From an optimization exercise on the open Yosys and OpenROAD flow, aimed at small area, a short achievable clock period and few clock cycles per item; shortcuts taken in it are not production practice.
In this exercise RTL edits were held to simulation tests only and were not proved equivalent to the original.

**flow/design.v**
```verilog
`default_nettype none
package sfd_pkg;
	localparam logic [7:0] BYTE_START = 8'h41;
	localparam logic [7:0] BYTE_END   = 8'h40;
	localparam logic [16:0] FACTOR_RESET = 17'd19661;
	localparam logic [16:0] FACTOR_ONE   = 17'd65536;
endpackage
`default_nettype wire
`default_nettype none
import sfd_pkg::*;
module sensor_frame_deframer_smoother (
	input  wire logic         clk,
	input  wire logic         arst_n,
	input  wire logic         rx_valid,
	output logic              rx_ready,
	input  wire logic [7:0]   rx_byte,
	output logic              result_valid,
	input  wire logic         result_ready,
	output logic [28:0]       encoder_angle_avg,
	output logic [31:0]       wind_speed_avg,
	output logic [31:0]       wind_angle_avg,
	output logic [15:0]       raw_count,
	output logic              float_saturated,
	input  wire logic         cfg_we,
	input  wire logic [16:0]  cfg_wdata
);
	function automatic logic [32:0] to_q16(input logic [31:0] bits);
		logic        s;
		logic [7:0]  e;
		logic [7:0]  sh;
		logic [31:0] mag;
		logic        inr;
		logic        big;
		logic [31:0] v;
		logic        sat;
		begin
			s   = bits[31];
			e   = bits[30:23];
			sh  = 8'd142 - e;
			mag = {1'b1, bits[22:0], 8'b0} >> sh[4:0];
			inr = (e >= 8'd111) && (e <= 8'd141);
			big = (e >= 8'd142);
			sat = big && !(s && (e == 8'd142) && (bits[22:0] == 23'd0));
			if (inr) begin
				v = s ? (~mag + 32'd1) : mag;
			end else if (big && !((e == 8'hFF) && (bits[22:0] != 23'd0))) begin
				v = s ? 32'h8000_0000 : 32'h7FFF_FFFF;
			end else begin
				v = 32'd0;
			end
			to_q16 = {sat, v};
		end
	endfunction
	logic [7:0]  hist_q [11];
	logic [3:0]  fill_q;
	logic        start_q;
	logic        pend_q;
	logic        run_q;
	logic        valid_q;
	logic        xfer;
	logic        snap;
	assign rx_ready = !(pend_q && (run_q || valid_q));
	assign xfer     = rx_valid && rx_ready;
	assign snap     = pend_q && !(run_q || valid_q);
	always_ff @(posedge clk) begin
		if (xfer) begin
			hist_q[0] <= rx_byte;
			for (int i = 1; i < 11; i++) begin
				hist_q[i] <= hist_q[i-1];
			end
		end
	end
	always_ff @(posedge clk or negedge arst_n) begin
		if (!arst_n) begin
			fill_q  <= '0;
			start_q <= 1'b0;
			pend_q  <= 1'b0;
		end else begin
			if (xfer) begin
				if (fill_q != 4'd10) begin
					fill_q <= fill_q + 4'd1;
				end
				start_q <= (fill_q == 4'd10) && (hist_q[9] == BYTE_START);
			end
			pend_q <= (xfer && start_q && (rx_byte == BYTE_END)) || (pend_q && !snap);
		end
	end
	logic [15:0] cnt_q;
	logic        sat_q;
	logic [31:0] xs_q;
	logic [31:0] xd_q;
	logic [32:0] spd_conv;
	logic [32:0] dir_conv;
	logic [15:0] frame_cnt;
	logic [21:0] cnt45;
	logic [45:0] ang_z;
	logic [28:0] enc_smp;
	assign frame_cnt = {hist_q[10], hist_q[9]};
	assign spd_conv  = to_q16({hist_q[8], hist_q[7], hist_q[6], hist_q[5]});
	assign dir_conv  = to_q16({hist_q[4], hist_q[3], hist_q[2], hist_q[1]});
	assign cnt45     = ({6'd0, frame_cnt} << 5) + ({6'd0, frame_cnt} << 3)
		+ ({6'd0, frame_cnt} << 2) + {6'd0, frame_cnt};
	assign ang_z     = (({24'd0, cnt45} << 24) | {24'd0, cnt45}) + ({24'd0, cnt45} << 12)
		+ 46'h1_0000;
	assign enc_smp   = ang_z[45:17];
	always_ff @(posedge clk) begin
		if (snap) begin
			cnt_q <= frame_cnt;
			sat_q <= spd_conv[32] | dir_conv[32];
			xs_q  <= spd_conv[31:0];
			xd_q  <= dir_conv[31:0];
		end
	end
	logic [16:0] g_q;
	logic [3:0]  ph_q;
	logic [32:0] d_q;
	logic [33:0] acc_q;
	logic [31:0] p0_q;
	logic [31:0] p1_q;
	logic [31:0] p2_q;
	logic        ph_sub;
	logic        ph_last;
	logic [1:0]  step;
	logic [31:0] xin;
	logic [31:0] ain;
	logic [32:0] diff;
	logic        dig8;
	logic [2:0]  bw [8];
	logic [2:0]  ca;
	logic [2:0]  cb;
	logic [2:0]  cc;
	logic [34:0] row_a;
	logic [34:0] row_b;
	logic [34:0] row_c;
	logic        neg_a;
	logic        neg_b;
	logic        neg_c;
	logic [39:0] op_c;
	logic [39:0] op_d;
	logic [39:0] sum;
	function automatic logic [2:0] booth(input logic b2, input logic b1, input logic b0);
		booth = {b2 & !(b1 & b0), (b2 & !b1 & !b0) | (!b2 & b1 & b0), b1 ^ b0};
	endfunction
	function automatic logic [34:0] brow(input logic [2:0] c, input logic [32:0] x);
		logic [34:0] m;
		begin
			m = c[0] ? {{2{x[32]}}, x} : (c[1] ? {x[32], x, 1'b0} : 35'd0);
			brow = m ^ {35{c[2]}};
		end
	endfunction
	always_comb begin
		for (int j = 0; j < 8; j++) begin
			bw[j] = booth(g_q[2*j+1], g_q[2*j], (j == 0) ? 1'b0 : g_q[2*j-1]);
		end
	end
	assign dig8 = g_q[16] | g_q[15];
	assign ph_sub  = (ph_q == 4'd0) || (ph_q == 4'd3) || (ph_q == 4'd6);
	assign ph_last = (ph_q == 4'd3) || (ph_q == 4'd6) || (ph_q == 4'd9);
	assign step    = (ph_q == 4'd1 || ph_q == 4'd4 || ph_q == 4'd7) ? 2'd0 :
		((ph_q == 4'd2 || ph_q == 4'd5 || ph_q == 4'd8) ? 2'd1 : 2'd2);
	assign xin  = (ph_q == 4'd0) ? d_q[31:0] : ((ph_q == 4'd3) ? xs_q : xd_q);
	assign ain  = (ph_q == 4'd0) ? p0_q : p1_q;
	assign diff = {xin[31], xin} - {ain[31], ain};
	always_comb begin
		case (step)
			2'd0:    begin ca = bw[0]; cb = bw[1]; cc = bw[2]; end
			2'd1:    begin ca = bw[3]; cb = bw[4]; cc = bw[5]; end
			default: begin ca = bw[6]; cb = bw[7]; cc = 3'd0;  end
		endcase
	end
	assign row_a = brow(ca, d_q);
	assign row_b = brow(cb, d_q);
	assign row_c = brow(cc, d_q);
	assign neg_a = ca[2];
	assign neg_b = cb[2];
	assign neg_c = cc[2];
	assign op_c  = (step == 2'd2) ? ({{8{p0_q[31]}}, p0_q} << 4) : ({{5{row_c[34]}}, row_c} << 4);
	assign op_d  = (step == 2'd0) ? 40'd0 : {{6{acc_q[33]}}, acc_q};
	assign sum   = {{5{row_a[34]}}, row_a} + ({{5{row_b[34]}}, row_b} << 2) + op_c + op_d
		+ {39'd0, neg_a} + {37'd0, neg_b, 2'd0} + {35'd0, neg_c, 4'd0};
	always_ff @(posedge clk) begin
		acc_q <= sum[39:6];
		if (snap) begin
			d_q <= {4'd0, enc_smp};
		end else if (run_q && ph_sub) begin
			d_q <= diff;
		end
	end
	always_ff @(posedge clk or negedge arst_n) begin
		if (!arst_n) begin
			g_q     <= FACTOR_RESET;
			run_q   <= 1'b0;
			valid_q <= 1'b0;
			ph_q    <= '0;
			p0_q    <= '0;
			p1_q    <= '0;
			p2_q    <= '0;
		end else begin
			if (cfg_we) begin
				g_q <= (cfg_wdata > FACTOR_ONE) ? FACTOR_ONE : cfg_wdata;
			end
			if (snap) begin
				run_q <= 1'b1;
				ph_q  <= '0;
			end else if (run_q) begin
				ph_q <= ph_q + 4'd1;
				if (ph_q == 4'd9) begin
					run_q   <= 1'b0;
					valid_q <= 1'b1;
				end
			end
			if (valid_q && result_ready) begin
				valid_q <= 1'b0;
			end
			if (run_q && ph_last) begin
				p0_q <= (dig8 && ph_q != 4'd9) ? xin : p1_q;
				p1_q <= p2_q;
				p2_q <= sum[35:4];
			end else if (run_q && ph_q == 4'd0 && dig8) begin
				p0_q <= xin;
			end
		end
	end
	assign result_valid      = valid_q;
	assign encoder_angle_avg = p0_q[28:0];
	assign wind_speed_avg    = p1_q;
	assign wind_angle_avg    = p2_q;
	assign raw_count         = cnt_q;
	assign float_saturated   = sat_q;
endmodule
`default_nettype wire
```
**flow/run.sh**
```bash
#!/bin/bash
# synth_recipe.tcl (not shown) runs the flow's synth.tcl, then flattens the netlist and writes it again
# the make line also repeats each setting of config.mk as NAME=value (left out here)
make -C /OpenROAD-flow-scripts/flow DESIGN_CONFIG=/design/flow/config.mk WORK_HOME=/design/flow/orfs CLKGATE_MAP_FILE= SYNTH_SCRIPT=/design/flow/synth_recipe.tcl finish
```
**flow/config.mk**
```make
export PLATFORM = sky130hd
export DESIGN_NAME = sensor_frame_deframer_smoother
export DESIGN_NICKNAME = sensor_frame_deframer_smoother
export VERILOG_FILES = /design/flow/design.v
export SDC_FILE = /design/flow/constraint.sdc
export NUM_CORES = 4
export LEC_CHECK = 0
export ABC_CLOCK_PERIOD_IN_PS = 3000
export CAP_MARGIN = 20
export CORE_MARGIN = 2
export CORE_UTILIZATION = 40
export PLACE_DENSITY = 0.6
export SETUP_SLACK_MARGIN = 5
export SLEW_MARGIN = 20
```
**flow/constraint.sdc**
```tcl
create_clock -name core_clock -period 11.0 [get_ports {clk}]
set_input_delay 2.2000 -clock core_clock [delete_from_list [all_inputs] [get_ports {clk}]]
set_output_delay 2.2000 -clock core_clock [all_outputs]
set_load 0.01 [all_outputs]
```
==> results of run 1 <==
[stage by stage]
step	util (%)	setup slack, ns
after detailed placement	44.10	2.192
after global placement	44.10	2.280
after CTS	49.07	3.825
after global routing	51.06	3.463
final	51.07	3.753
after floorplan	-	4.159
[sequential cells by signal, summed over array words and instances, names as in the netlist, 17 cells and up]
signal and count:
hist_q 88, p1_q 32, xd_q 32, xs_q 32, acc_q 34, g_q 17, p0_q 32, d_q 33
p2_q 32
[final cells by class]
type / count / area [sq um] / share of cell area (%)
sequential: 361 / 9849 / 25.35
timing repair buffer: 385 / 3608 / 9.288
antenna: 1 / 2.502 / 0.006441
clock buffer: 61 / 1289 / 3.317
clock inverter: 23 / 241.5 / 0.6216
tap: 1030 / 1289 / 3.317
inverter: 103 / 391.6 / 1.008
multi-input combinational: 2606 / 22180 / 57.09
[repair_timing]
action	CTS	global route
setup buffers	125	68
endpoints found under the setup margin	92	88
gates cloned	5	1
gates resized for setup	201	187
pin swaps	129	153
hold endpoints to repair	0	0
[cells by family (layout without fill, tap and decap cells)]
kind of cell,count (synthesis),after routing,share of synthesized area (%)
XOR/XNOR,230,230,6.570
AND/OR/NAND/NOR,957,958,14.83
AO/OA/AOI/OAI,834,834,17.08
adder cells (fa/ha/maj),279,279,12.93
multiplexers,305,305,12.27
buffers and inverters,307,572,4.334
other,0,1,0
flip-flops,361,361,31.99
[worst max-delay path: cells and delay by family (launching register included)]
kind	cells	cell delay (ns)
muxes	1	0.27
xor gates and xnor gates	3	0.39
buffers and inverters	7	0.98
adders and majority gates	5	1.51
and+or+nand+nor	7	1.22
DFF	1	0.45
AOI/OAI and AO/OA	14	2.29
[synthesized netlist by cell type, types with 10 or more instances]
| master | n | area (sq um) |
|---|---|---|
| o31ai_1 | 20 | 150.1 |
| or3_1 | 19 | 118.9 |
| nor2b_1 | 23 | 143.9 |
| mux4_2 | 43 | 968.4 |
| buf_1 | 18 | 67.56 |
| inv_1 | 102 | 382.9 |
| dfrtp_1 | 117 | 2928 |
| ha_1 | 214 | 2678 |
| nand2b_1 | 30 | 187.7 |
| o21bai_1 | 11 | 82.58 |
| mux2_2 | 104 | 1171 |
| nand3_1 | 82 | 410.4 |
| nand2_1 | 349 | 1310 |
| a21boi_0 | 10 | 75.07 |
| a31oi_1 | 35 | 219.0 |
| mux2i_1 | 152 | 1521 |
| o31a_1 | 13 | 113.9 |
| buf_4 | 30 | 225.2 |
| clkbuf_1 | 134 | 503.0 |
| dfxtp_1 | 38 | 760.7 |
| a22oi_1 | 74 | 555.5 |
| and3_1 | 49 | 306.5 |
| edfxtp_1 | 198 | 5946 |
| buf_2 | 15 | 75.07 |
| xor2_1 | 56 | 490.5 |
| nor2_1 | 212 | 795.8 |
| a211oi_1 | 10 | 75.07 |
| or2_2 | 11 | 68.82 |
| nor4_1 | 21 | 131.4 |
| xnor2_1 | 173 | 1515 |
| nand4_1 | 21 | 131.4 |
| a21o_1 | 56 | 420.4 |
| o21a_1 | 44 | 330.3 |
| nor3_1 | 50 | 250.2 |
| a21oi_1 | 205 | 1026 |
| fa_1 | 65 | 1301 |
| and2_1 | 41 | 256.5 |
| o211ai_1 | 29 | 217.7 |
| o22ai_1 | 42 | 262.8 |
| o21ai_0 | 209 | 1046 |
[final timing paths]
path	from	end	slack, ns	cells past startpoint
max	ph_q[0]$_DFFE_PN0P_	p2_q[29]$_DFFE_PN0P_	3.75	37
min	hist_q[0][4]$_DFFE_PP_	hist_q[1][4]$_DFFE_PP_	0.42	0
max reg2reg	ph_q[0]$_DFFE_PN0P_	p2_q[29]$_DFFE_PN0P_	3.75	37
min reg2reg	hist_q[0][4]$_DFFE_PP_	hist_q[1][4]$_DFFE_PP_	0.42	0
max in group asynchronous	arst_n	p0_q[10]$_DFFE_PN0P_	8.07	2
min in group asynchronous	arst_n	pend_q$_DFF_PN0_	1.65	1
[placed cells by master, fill, tap and decap left out, types with 13 or more instances in the layout]
cell type        netlist  final
a21oi_1              205    156
nand4_1               21     21
clkbuf_16              0     47
mux2_2               104     97
inv_1                102     92
o21a_1                44     43
xnor2_2                0     31
edfxtp_1             198    198
xor2_1                56     42
a22oi_1               74     70
nor2_1               212    190
ha_4                   0     59
mux4_2                43     43
nor2_2                 0     16
o21ai_0              209    177
o21ai_1                4     13
nand3_1               82     77
dfxtp_1               38     38
fa_1                  65     62
or3_1                 19     13
xnor2_1              173    133
nand2_1              349    339
a21oi_2                0     42
and3_1                49     44
buf_6                  5     30
a21o_1                56     56
buf_4                 30    197
dfrtp_1              117    113
nor3_1                50     46
o211ai_1              29     29
nor4_1                21     20
clkdlybuf4s50_1        0    140
a31oi_1               35     27
mux2i_1              152    150
o22ai_1               42     41
and2_1                41     39
ha_1                 214    143
nand2b_1              30     30
nor2b_1               23     19
[metal layers]
| layer | GRT usage (%) | vias up | part of all wire (%) |
|---|---|---|---|
| met3 | 3.215 | 173 | 5.1 |
| met2 | 41.32 | 765 | 48 |
| li1 | - | 12450 | - |
| met1 | 31.23 | 12870 | 42 |
| met4 | 9.834 | 0 | 4.4 |
| met5 | 0 | - | 0 |
==> out/results.txt, run 1 <==
Top cell by count, worst path: buf_4
DRT iter0 DRCs: 2048
Final Max Slew Viols: 0
Nets: 3811
Seq cells post-synth: 361
DRC viols: 0
Vias per Instance: 5.744
Worst EP required: 11.47 ns
Core ar.: 76080 sq um
Drt pass-1 iters: 6
Die area: 79180 sq um
H-tree depth: 2
RSZ-0062 raised after global routing: true
DIE WIDTH: 281.4 microns
Floorplan row count: 101
Largest fanout on the critical path: 5
Max-cap check violation count: 0
Final Hold Viols: 0
Warnings from Yosys: 3
WL per Instance: 21.65 microns
Final setup fails: 0
First-pass GRT wire length: 149700 microns
Clock latency (worst-skew pair): 0.59 ns
Headroom to the max-slew limit: 26.10%
Total number of vias: 26250
Critical Path Max Stage Delay: 0.45 ns
Layout cells sized above 1: 23.48%
# hold bufs at CTS: 0
Fill cells: 6894
Top_reg_cell synth: edfxtp_1
CP endpoint kind: flop
Setup CP Type: flop to flop
Initial Util: 40.46%
Clock sinks: 361
HPWL after DPL: 70380 microns
Worst-margin pin slew: 1.095 ns
Hold_ws: 0.4168 ns
Grt ovf: 0
Port Buf Inserts: 141
Initial antenna violation count: 1
DP Area: 33550 sq um
Routed WL: 98920 microns
Die span in y: 281.4 microns
Slowest cell on the critical path: dfrtp_2
Ports: 142
Post-synth EDFFs: 198
GRT Total Usage: 24.30%
CP arrival: 7.71 ns
Number of global-route vias before repair: 25300
Syn Nets: 3582
Buffer levels on the longest clock path: 3
Final cell count without fillers: 4570
FMAX: 138.0 MHz
Post-Syn Instances: 3273
Post-synth cell types: 95
Finished Cell Area: 38850 sq um
Clock Skews: 0.01738 ns
Placed cells: 4286
Crit path time final: 7.247 ns
Root Buffer: clkbuf_16
Final worst path period share: 65.89%
Final setup TNS: 0 ns
Syn avg cell area: 9.403 sq um
Post-Syn Area: 30780 sq um
Status: no timing/DRC/antenna violations
Routability cong.: 0.9341
Largest net degree at the start of global routing: 86
Cts bufs inserted: 45
Reg clk slew, reported paths: 0.06 ns
Seq/Total Area, Yosys: 31.99%
FFs w/ async S/R, synth: 34.63%
CTS tree: built
Hold Path Class: flop to flop
Syn-to-layout area delta: 26.23%
Setup crit start kind: flop
Post-route ant nets: 0
Testbench counts, summed over its fixed seeds: cycles 14,496, items 1,200.
==> run 2: changes to the inputs <==
--- a/flow/config.mk
+++ b/flow/config.mk
@@ -5,10 +5,8 @@
 export SDC_FILE = /design/flow/constraint.sdc
 export NUM_CORES = 4
 export LEC_CHECK = 0
-export ABC_CLOCK_PERIOD_IN_PS = 3000
 export CAP_MARGIN = 20
 export CORE_MARGIN = 2
 export CORE_UTILIZATION = 40
 export PLACE_DENSITY = 0.6
-export SETUP_SLACK_MARGIN = 5
 export SLEW_MARGIN = 20
==> out/results.txt, run 2 <==
Status: no timing/DRC/antenna violations (unchanged)
Post-synth EDFFs: 198 (unchanged)
Clock latency (worst-skew pair): 0.61 ns (was 0.59 ns)
Total number of vias: 24860 (was 26250)
Fill cells: 7467 (was 6894)
Top_reg_cell synth: edfxtp_1 (unchanged)
GRT Total Usage: 22.98% (was 24.30%)
Critical Path Max Stage Delay: 1.02 ns (was 0.45 ns)
First-pass GRT wire length: 141900 microns (was 149700 microns)
Largest register FFs: 88 (unchanged)
DIE WIDTH: 281.4 microns (unchanged)
Port Buf Inserts: 141 (unchanged)
Final setup fails: 0 (unchanged)
Most common cell after layout, fill and taps aside: nand2_1 (unchanged)
Post-route ant nets: 0 (unchanged)
CP arrival: 9.89 ns (was 7.71 ns)
Finished Cell Area: 34520 sq um (was 38850 sq um)
Core ar.: 76080 sq um (unchanged)
Clock sinks: 361 (unchanged)
Number of diodes: 0 (was 1)
Reg clk slew, reported paths: 0.07 ns (was 0.06 ns)
HPWL after DPL: 69260 microns (was 70380 microns)
Vias per Instance: 5.688 (was 5.744)
Final setup TNS: 0 ns (unchanged)
Cts bufs inserted: 45 (unchanged)
Hold depth: 0 (unchanged)
Worst R2R Start: ph_q[1]$_DFFE_PN0P_ (was ph_q[0]$_DFFE_PN0P_)
FFs w/ async S/R, synth: 34.63% (unchanged)
Post-CTS Setup Inserts: 0 (was 125)
Clock Skews: 0.01969 ns (was 0.01738 ns)
Initial Util: 40.46% (unchanged)
WL per Instance: 20.96 microns (was 21.65 microns)
Syn avg cell area: 9.403 sq um (unchanged)
Worst-margin pin slew: 1.082 ns (was 1.095 ns)
Ranking of synthesized cells by area: edfxtp_1 (19%), dfrtp_1 (9.5%), ha_1 (8.7%) (unchanged)
Max-cap check violation count: 0 (unchanged)
Routability cong.: 0.9264 (was 0.9341)
# hold bufs at CTS: 0 (unchanged)
R2R Setup Slk: 1.60 ns (was 3.75 ns)
Commonest cells in the netlist: nand2_1 (349), ha_1 (214), nor2_1 (212), o21ai_0 (209), a21oi_1 (205) (unchanged)
Buffer levels on the longest clock path: 3 (unchanged)
Final worst path period share: 85.41% (was 65.89%)
Post-Syn Area: 30780 sq um (unchanged)
Warnings from Yosys: 3 (unchanged)
H-tree depth: 2 (unchanged)
Hold Path End: hist_q[1][6]$_DFFE_PP_ (was hist_q[1][4]$_DFFE_PP_)
Seq cells post-synth: 361 (unchanged)
Top Registers: hist_q: 88 flops, acc_q: 34 flops, d_q: 33 flops (unchanged)
FF-to-FF End: acc_q[33]$_DFF_P_ (was p2_q[29]$_DFFE_PN0P_)
Syn Nets: 3582 (unchanged)
Largest fanout on the critical path: 35 (was 5)
Syn-to-layout area delta: 12.17% (was 26.23%)
Hold Path Class: flop to flop (unchanged)
CTS tree: built (unchanged)
Grt ovf: 0 (unchanged)
Initial antenna violation count: 0 (was 1)
Setup CP Type: flop to flop (unchanged)
Hold Crit Start: hist_q[0][6]$_DFFE_PP_ (was hist_q[0][4]$_DFFE_PP_)
Slowest cell on the critical path: a2111oi_0 (was dfrtp_2)
Routed WL: 91620 microns (was 98920 microns)
Final Hold Viols: 0 (unchanged)
Seq/Total Area, Yosys: 31.99% (unchanged)
Most frequent cell after synthesis: nand2_1 (unchanged)
DRC viols: 0 (unchanged)
Floorplan row count: 101 (unchanged)
Ports: 142 (unchanged)
Post-Syn Instances: 3273 (unchanged)
Cell accounting for the most synthesized area: edfxtp_1 (unchanged)
Root Buffer: clkbuf_16 (unchanged)
Reg with most FFs: hist_q (unchanged)
Nets: 3612 (was 3811)
Top-area cell type share of the netlist area: 19.32% (unchanged)
Number of global-route vias before repair: 23990 (was 25300)
Headroom to the max-slew limit: 25.98% (was 26.10%)
RSZ-0062 raised after global routing: false (was true)
Crit path time final: 9.395 ns (was 7.247 ns)
Cts repair resizes: 0 (was 201)
Setup crit start kind: flop (unchanged)
FMAX: 106.4 MHz (was 138.0 MHz)
Layout Utilization: 45.38% (was 51.07%)
Die area: 79180 sq um (unchanged)
Most frequent cells in the layout: nand2_1 (348), ha_1 (214), nor2_1 (207), o21ai_0 (207), a21oi_1 (204) (was nand2_1 (339), edfxtp_1 (198), buf_4 (197))
CP endpoint kind: flop (unchanged)
Worst EP required: 11.50 ns (was 11.47 ns)
Drt pass-1 iters: 6 (unchanged)
Layout cells sized above 1: 10.15% (was 23.48%)
Worst reg2reg path depth: 32 (was 37)
Post-synth cell types: 95 (unchanged)
DP Area: 33070 sq um (was 33550 sq um)
Die span in y: 281.4 microns (unchanged)
Final Max Slew Viols: 0 (unchanged)
Largest net degree at the start of global routing: 87 (was 86)
DRT iter0 DRCs: 2011 (was 2048)
[run 2: critical path: cells and delay by family (launching register included)]
family | cells | cell delay [ns]
muxes | 1 | 0.31
AOI/OAI and AO/OA | 14 | 3.93
buffers and inverters | 3 | 0.69
adders and majority gates | 5 | 1.80
xor gates and xnor gates | 3 | 0.50
DFF | 1 | 0.42
and+or+nand+nor | 6 | 1.60
[run 2: layer usage]
layer / track usage (%) / share of wire (%) / vias up
met1: 30.68 / 44 / 12020
met3: 3.290 / 5.1 / 145
met5: 0 / 0 / -
met2: 37.84 / 47 / 642
met4: 8.579 / 3.8 / 0
li1: - / - / 12050
[run 2: logic make-up (layout without fill, tap and decap cells)]
group | after synthesis | after routing | synth area share, %
xor+xnor | 230 | 230 | 6.570
fa+ha+maj | 279 | 279 | 12.93
compound gates | 834 | 834 | 17.08
flops | 361 | 361 | 31.99
simple gates | 957 | 957 | 14.83
mux | 305 | 305 | 12.27
buf+inv | 307 | 374 | 4.334
[run 2: final cells by class]
type / count / area (sq um) / area share [%]
Clock inverter: 21 / 147.6 / 0.4277
Sequential cell: 361 / 9844 / 28.52
Inverter: 103 / 389.1 / 1.127
Tap cell: 1030 / 1289 / 3.733
Multi-Input combinational cell: 2605 / 19800 / 57.35
Timing Repair Buffer: 187 / 1758 / 5.092
Clock buffer: 63 / 1295 / 3.751
[run 2: worst max-delay path by stage]
| stage | slack [ns] | start | depth (start not counted) | endpoint |
|---|---|---|---|---|
| after floorplan | 3.16 | ph_q[3]$_DFFE_PN0P_ | 35 | acc_q[33]$_DFF_P_ |
| after global routing | 1.03 | ph_q[1]$_DFFE_PN0P_ | 32 | acc_q[33]$_DFF_P_ |
| after detailed placement | 1.74 | ph_q[1]$_DFFE_PN0P_ | 32 | acc_q[33]$_DFF_P_ |
| after global placement | 1.93 | ph_q[1]$_DFFE_PN0P_ | 34 | acc_q[33]$_DFF_P_ |
| after CTS | 1.71 | ph_q[1]$_DFFE_PN0P_ | 32 | acc_q[33]$_DFF_P_ |
| final | 1.60 | ph_q[1]$_DFFE_PN0P_ | 32 | acc_q[33]$_DFF_P_ |
[run 2: stage by stage]
stage	worst slack (ns)	hold slack, ns	instances
floorplan	3.160	0.4003	3273
global placement	1.930	0.4031	4286
detailed placement	1.736	0.4052	4286
CTS	1.713	0.4192	4370
global route	1.025	0.4233	4370
finish	1.605	0.4170	4370

[afterwards: timing with drivers on the ports]
How much do the figures lean on ideal ports? The routed layouts below were timed once more, with nothing changed but the port constraints. Step 1 sets driving cells, clkbuf_16 on the clock port and buf_2 on the other inputs (assumed; they add their load-dependent delay and slew). Step 2 times the ports against the registers' clock, not the clock port: input delays grow and output delays shrink by t, the midpoint of the rising clock arrivals with the driver on. Three values: no drivers, after step 1, after step 2; two values: the first two.
run | t, ns | setup WS [ns] | hold slack, ns | worst setup path after step 2 | slew at the worst register clock pin (ns)
run 1 | 0.644 | 3.753 / 3.753 / 3.753 | 0.417 / 0.417 / 0.417 | register to register | 0.07 / 0.07
run 2 | 0.657 | 1.605 / 1.605 / 1.605 | 0.417 / 0.417 / 0.417 | register to register | 0.07 / 0.07
After both steps setup and hold are still met in every run listed.
